What follows belongs to an exercise in optimizing a design on an open flow for small area, a short achievable clock period and few clock cycles; a production flow would make more cautious choices.
At most, simulation tests tie the RTL to the original design; equivalence was not proved.
Power and IR drop assume default switching activity.

==> run a <==
// indexed_stack_buffer
module indexed_stack_buffer (
   input  logic        clock,
   input  logic        reset,
   input  logic        req_tvalid,
   output logic        req_tready,
   input  logic [39:0] req_tdata,
   output logic        rsp_tvalid,
   input  logic        rsp_tready,
   output logic [39:0] rsp_tdata
);
export LEC_CHECK = 0
export CAP_MARGIN = 20
export CORE_MARGIN = 2
export CORE_UTILIZATION = 55
export CTS_CLUSTER_DIAMETER = 60
export CTS_CLUSTER_SIZE = 20
export SETUP_SLACK_MARGIN = 2.2
export SLEW_MARGIN = 20
create_clock -name core_clock -period 5.0 [get_ports {clock}]
standard.sh (not shown) runs the stock make flow with config.mk's settings and CLKGATE_MAP_FILE= SYNTH_SCRIPT=/design/flow/synth_recipe.tcl, a recipe that flattens the netlist after the stock synthesis.
==> flow/flow/run.sh <==
#!/bin/bash
# The standard layout, except that the port buffers are buf_4 cells
# instead of the slow delay buffers buffer_ports picks by default. Every
# port still gets its buffer. ORFS's per-step logs stay under orfs/logs;
# make's own output goes to flow_make.log.
set -euo pipefail
export BUFFER_PORTS_ARGS="-buffer_cell sky130_fd_sc_hd__buf_4"
bash standard.sh finish > flow_make.log 2>&1
==> run b: changes against run a <==
Settings changed: SETUP_SLACK_MARGIN 2.2 to 2.6.
==> qor summary <==
item	run b	run a
Post-cts gate resize count	512	94
Global placer's final weighted congestion	1.01	0.998
Layout cells sized above 1	33.5%	19.0%
Pre-CTS setup slack	1.51 ns	1.44 ns
Number of inserted diodes	6	0
WL met1	49.3 mm	46.4 mm
Fraction of standard cell area in multi-input logic	34.0%	33.1%
Count of buffers added by post-CTS timing repair for setup	213	55
P_sw	0.00511 W	0.00440 W
Result of the run	complete, no violations	complete, no violations
Final period util	59.0%	57.1%
Clock period minus worst slack	2.95 ns	2.85 ns
Peak fanout along the critical path	8	11
Final Non-Filler Cells	4252	4013
Clock skew	0.0544 ns	0.0400 ns
PnR Total Power	0.0162 W	0.0149 W
Critical R2R Capture	h_data[32]	h_data[14]
Share of the core filled with cells	71.6%	63.7%
Testbench counts of run a, summed over its fixed seeds: cycles 16,032.
Testbench counts of run b, summed over its fixed seeds: cycles 16,032.

==> job 2361: inputs <==
Another version of the RTL of indexed_stack_buffer (not shown whole).
==> flow/config.mk <==
export PLATFORM = sky130hd
export DESIGN_NAME = indexed_stack_buffer
export DESIGN_NICKNAME = indexed_stack_buffer
export VERILOG_FILES = /design/flow/design.v
export SDC_FILE = /design/flow/constraint.sdc
export NUM_CORES = 4
export LEC_CHECK = 0
export CAP_MARGIN = 20
export CORE_MARGIN = 2
export CORE_UTILIZATION = 55
export CTS_CLUSTER_DIAMETER = 80
export CTS_CLUSTER_SIZE = 30
export SETUP_SLACK_MARGIN = 2.5
export SLEW_MARGIN = 20
==> flow/constraint.sdc <==
create_clock -name core_clock -period 5.0 [get_ports {clock}]
set_input_delay 1.0000 -clock core_clock [delete_from_list [all_inputs] [get_ports {clock}]]
set_output_delay 1.0000 -clock core_clock [all_outputs]
set_load 0.01 [all_outputs]
Scripts as last shown in full above: flow/flow/run.sh
==> job 7473: changes against job 2361 <==
--- a/flow/design.v
+++ b/flow/design.v
@@ -40,35 +40,43 @@
    logic        q_read;
    logic [2:0]  q_status;
    logic [4:0]  q_count;
    logic        h_valid, s_valid;
    logic [39:0] h_data, s_data;
    logic        ready;
    logic accept, adv, q_free, move, take;
+   logic inc, dec;
    logic [3:0] base_n, r_top_n;
+   logic [3:0] r_up, r_dn, r_end;
+   logic [3:0] slot_n, hi_n, ld_n;
+   logic [3:0] top_ptr_n, free_ptr_n;
+   logic [N-1:0] wen;
    logic [4:0] cnt_n;
    logic       dir_n;
    assign req_tready = ready;
    assign accept     = req_tvalid && ready;
-   assign move       = q_valid && !(h_valid && s_valid);
-   assign q_free     = !q_valid || move;
-   assign adv        = r_valid && q_free;
    assign take       = h_valid && rsp_tready;
    always_ff @(posedge clock) begin
       if (accept) begin
          r_mode   <= req_tdata[1:0];
          r_value  <= req_tdata[33:2];
          r_vzero     <= (req_tdata[33:2] == 32'd0);
-         r_in_range  <= ({1'b0, req_tdata[37:34]} < cnt_n);
-         r_below_top <= ({1'b0, req_tdata[37:34]} + 5'd1 < cnt_n);
-         r_at_top    <= ({1'b0, req_tdata[37:34]} + 5'd1 == cnt_n);
+         r_in_range  <= inc ? ({1'b0, req_tdata[37:34]} <= cnt) :
+                        dec ? ({1'b0, req_tdata[37:34]} + 5'd1 < cnt) :
+                              ({1'b0, req_tdata[37:34]} < cnt);
+         r_below_top <= inc ? ({1'b0, req_tdata[37:34]} < cnt) :
+                        dec ? ({1'b0, req_tdata[37:34]} + 5'd2 < cnt) :
+                              ({1'b0, req_tdata[37:34]} + 5'd1 < cnt);
+         r_at_top    <= inc ? ({1'b0, req_tdata[37:34]} == cnt) :
+                        dec ? ({1'b0, req_tdata[37:34]} + 5'd2 == cnt) :
+                              ({1'b0, req_tdata[37:34]} + 5'd1 == cnt);
          r_idx_zero  <= (req_tdata[37:34] == 4'd0);
-         r_slot      <= dir_n ? (base_n + req_tdata[37:34]) : (base_n - req_tdata[37:34]);
-         r_hi        <= dir_n ? (r_top_n - 4'd1) : (base_n - 4'd1);
-         r_ldslot    <= dir_n ? r_top_n : base_n;
+         r_slot      <= slot_n;
+         r_hi        <= hi_n;
+         r_ldslot    <= ld_n;
       end
    end
    assign rsp_tvalid = h_valid;
    assign rsp_tdata  = h_data;
    logic [1:0]  mode;
    logic [31:0] value;
    logic        is_push, is_pop, is_rm, is_rev;
@@ -105,30 +113,29 @@
       unique case (mode)
          isb_pkg::MODE_PUSH:   cnt_next = push_ok ? (cnt + 5'd1) : cnt;
          isb_pkg::MODE_POP:    cnt_next = pop_ok  ? last : cnt;
          isb_pkg::MODE_REMOVE: cnt_next = rm_ok   ? last : cnt;
          default:              cnt_next = cnt;
       endcase
    end
-   logic [3:0] r_idx, r_up, r_dn, r_end, r_ld, sh_hi;
+   logic [3:0] r_idx, r_ld, sh_hi;
    logic [3:0] idx_ptr, up_ptr, dn_ptr, end_ptr, bot_ptr;
    logic       sh_any;
    assign r_idx = r_slot;
-   assign r_up  = dir ? (r_top + 4'd2) : (r_top - 4'd2);
-   assign r_dn  = dir ? (r_top - 4'd1) : (r_top + 4'd1);
-   assign r_end = dir ? (base - 4'd1) : (base + 4'd1);
    assign idx_ptr = ptr[r_idx];
    assign up_ptr  = ptr[r_up];
    assign dn_ptr  = ptr[r_dn];
    assign end_ptr = ptr[r_end];
    assign bot_ptr = ptr[base];
    assign r_ld   = r_ldslot;
    assign sh_hi  = r_hi;
    assign sh_any = in_range && (dir ? r_below_top : !r_idx_zero);
-   assign cnt_n = adv ? cnt_next : cnt;
+   assign inc   = adv && is_push && push_ok;
+   assign dec   = adv && ((is_pop && pop_ok) || (is_rm && rm_ok));
+   assign cnt_n = inc ? (cnt + 5'd1) : dec ? last : cnt;
    always_comb begin
       base_n  = base;
       dir_n   = dir;
       r_top_n = r_top;
       if (adv) begin
          unique case (mode)
             isb_pkg::MODE_PUSH: begin
@@ -153,48 +160,97 @@
    end
    always_ff @(posedge clock) begin
       if (reset) begin
          cnt   <= 5'd0;
          base  <= 4'd0;
          dir   <= 1'b1;
          r_top <= 4'd15;
+         r_up  <= 4'd1;
+         r_dn  <= 4'd14;
+         r_end <= 4'd15;
       end else begin
+         r_up  <= dir_n ? (r_top_n + 4'd2) : (r_top_n - 4'd2);
+         r_dn  <= dir_n ? (r_top_n - 4'd1) : (r_top_n + 4'd1);
+         r_end <= dir_n ? (base_n - 4'd1)  : (base_n + 4'd1);
          cnt   <= cnt_n;
          base  <= base_n;
          dir   <= dir_n;
          r_top <= r_top_n;
       end
    end
+   always_comb begin
+      top_ptr_n  = top_ptr;
+      free_ptr_n = free_ptr;
+      if (adv) begin
+         unique case (mode)
+            isb_pkg::MODE_PUSH: begin
+               if (push_ok) begin
+                  top_ptr_n  = free_ptr;
+                  free_ptr_n = up_ptr;
+               end
+            end
+            isb_pkg::MODE_POP: begin
+               if (pop_ok) begin
+                  top_ptr_n  = dn_ptr;
+                  free_ptr_n = top_ptr;
+               end
+            end
+            isb_pkg::MODE_REMOVE: begin
+               if (rm_ok) begin
+                  if (r_at_top) top_ptr_n = dn_ptr;
+                  if (dir || full) free_ptr_n = idx_ptr;
+               end
+            end
+            default: begin
+               top_ptr_n  = bot_ptr;
+               free_ptr_n = end_ptr;
+            end
+         endcase
+      end
+   end
    always_ff @(posedge clock) begin
       if (reset) begin
          top_ptr  <= 4'd15;
          free_ptr <= 4'd0;
-      end else if (adv) begin
+      end else begin
+         top_ptr  <= top_ptr_n;
+         free_ptr <= free_ptr_n;
+      end
+   end
+   always_comb begin
+      logic [3:0] idx_in;
+      idx_in = req_tdata[37:34];
+      slot_n = dir ? (base + idx_in) : (base - idx_in);
+      hi_n   = dir ? (r_top - 4'd1) : (base - 4'd1);
+      ld_n   = dir ? r_top : base;
+      if (adv) begin
          unique case (mode)
             isb_pkg::MODE_PUSH: begin
                if (push_ok) begin
-                  top_ptr  <= free_ptr;
-                  free_ptr <= up_ptr;
+                  hi_n = dir ? r_top : (base - 4'd1);
+                  ld_n = dir ? (r_top + 4'd1) : base;
                end
             end
             isb_pkg::MODE_POP: begin
                if (pop_ok) begin
-                  top_ptr  <= dn_ptr;
-                  free_ptr <= top_ptr;
+                  hi_n = dir ? (r_top - 4'd2) : (base - 4'd1);
+                  ld_n = dir ? (r_top - 4'd1) : base;
                end
             end
             isb_pkg::MODE_REMOVE: begin
                if (rm_ok) begin
-                  if (r_at_top) top_ptr <= dn_ptr;
-                  if (dir || full) free_ptr <= idx_ptr;
+                  slot_n = dir ? (base + idx_in) : (base - 4'd1 - idx_in);
+                  hi_n   = dir ? (r_top - 4'd2) : (base - 4'd2);
+                  ld_n   = dir ? (r_top - 4'd1) : (base - 4'd1);
                end
             end
             default: begin
-               top_ptr  <= bot_ptr;
-               free_ptr <= end_ptr;
+               slot_n = dir ? (r_top - idx_in) : (r_top + idx_in);
+               hi_n   = dir ? (r_top - 4'd1) : (base - 4'd1);
+               ld_n   = dir ? r_top : base;
             end
          endcase
       end
    end
    for (genvar p = 0; p < N; p++) begin : g_slot
       logic sh, ld, ge_lo, le_hi;
       assign ge_lo = (4'(p) >= r_idx);
@@ -208,15 +264,15 @@
          end else if (sh) begin
             ptr[p] <= ptr[(p + 1) % N];
          end else if (ld) begin
             ptr[p] <= idx_ptr;
          end
       end
       always_ff @(posedge clock) begin
-         if (q_free && !full && (free_ptr == 4'(p))) begin
+         if (wen[p]) begin
             data[p] <= value;
          end
       end
    end
    always_ff @(posedge clock) begin
       if (adv) begin
          q_slot   <= is_pop ? top_ptr : idx_ptr;
@@ -244,20 +300,31 @@
    always_ff @(posedge clock) begin
       if (reset) begin
          r_valid <= 1'b0;
          q_valid <= 1'b0;
          h_valid <= 1'b0;
          s_valid <= 1'b0;
          ready   <= 1'b1;
+         wen     <= N'(1);
+         move    <= 1'b0;
+         q_free  <= 1'b1;
+         adv     <= 1'b0;
       end else begin
          r_valid <= r_valid_in;
          q_valid <= q_valid_in;
          h_valid <= h_valid_in;
          s_valid <= s_valid_in;
          ready   <= !r_valid_in || !q_valid_in || !(h_valid_in && s_valid_in);
+         move    <= q_valid_in && !(h_valid_in && s_valid_in);
+         q_free  <= !q_valid_in || !(h_valid_in && s_valid_in);
+         adv     <= r_valid_in && (!q_valid_in || !(h_valid_in && s_valid_in));
+         for (int p = 0; p < N; p++) begin
+            wen[p] <= (!q_valid_in || !(h_valid_in && s_valid_in)) &&
+                      !cnt_n[4] && (free_ptr_n == 4'(p));
+         end
       end
    end
    always_ff @(posedge clock) begin
       if (take) begin
          if (s_valid) begin
             h_data <= s_data;
             if (move) s_data <= rsp_next;
==> flow/config.mk (replaced) <==
export PLATFORM = sky130hd
export DESIGN_NAME = indexed_stack_buffer
export DESIGN_NICKNAME = indexed_stack_buffer
export VERILOG_FILES = /design/flow/design.v
export SDC_FILE = /design/flow/constraint.sdc
export NUM_CORES = 4
export LEC_CHECK = 0
export CAP_MARGIN = 20
export CORE_MARGIN = 2
export CORE_UTILIZATION = 55
export CTS_CLUSTER_DIAMETER = 60
export CTS_CLUSTER_SIZE = 20
export SETUP_SLACK_MARGIN = 2.6
export SLEW_MARGIN = 20
==> summary of the runs <==
Of job 2361 and job 7473, job 7473 has the higher synthesized area (gap about 6%, measured against job 7473). In job 2361 the clock-buffer cell count is lower than in job 7473, by 18. Against job 7473, the hold slack of job 2361 is better by 0.0079 ns. Against job 2361, the via count of job 7473 is larger by about 3.7%. In job 7473 the clock skew is lower than in job 2361, by 0.015 ns. In job 2361 the global-route usage is higher than in job 7473, by 1.3 points. Against job 2361, the combinational power of job 7473 is larger by about 22%.
No functional check of the RTL was part of any run of this note.

## re-timing with driven ports
In the flow no input, the clock included, has a driving cell. The finished layouts below were timed again as built, in two steps.
Step 1: set_driving_cell puts a clkbuf_16 on clock and a buf_2 on each other input, an assumption about the parent block.
Step 2, shift: input delay + t, output delay - t, t = (earliest + latest rising clock arrival at the registers) / 2. This alone moves slack from input paths to output paths.
Three values: ideal ports, drivers, drivers and shift; two values: the first two.
run	t (ns)	setup slack, ns	worst setup path at the end
run a	0.708	2.145 / 2.145 / 1.612	input to register
run b	0.734	2.048 / 2.048 / 1.658	input to register
job 2361	0.659	2.127 / 2.127 / 2.059	input to register
job 7473	0.697	2.110 / 2.110 / 2.005	input to register
After both steps setup and hold are still met in every run listed. The setup slack of run a, which loses most, moves by 0.000 ns with the drivers and by -0.533 ns with both steps.
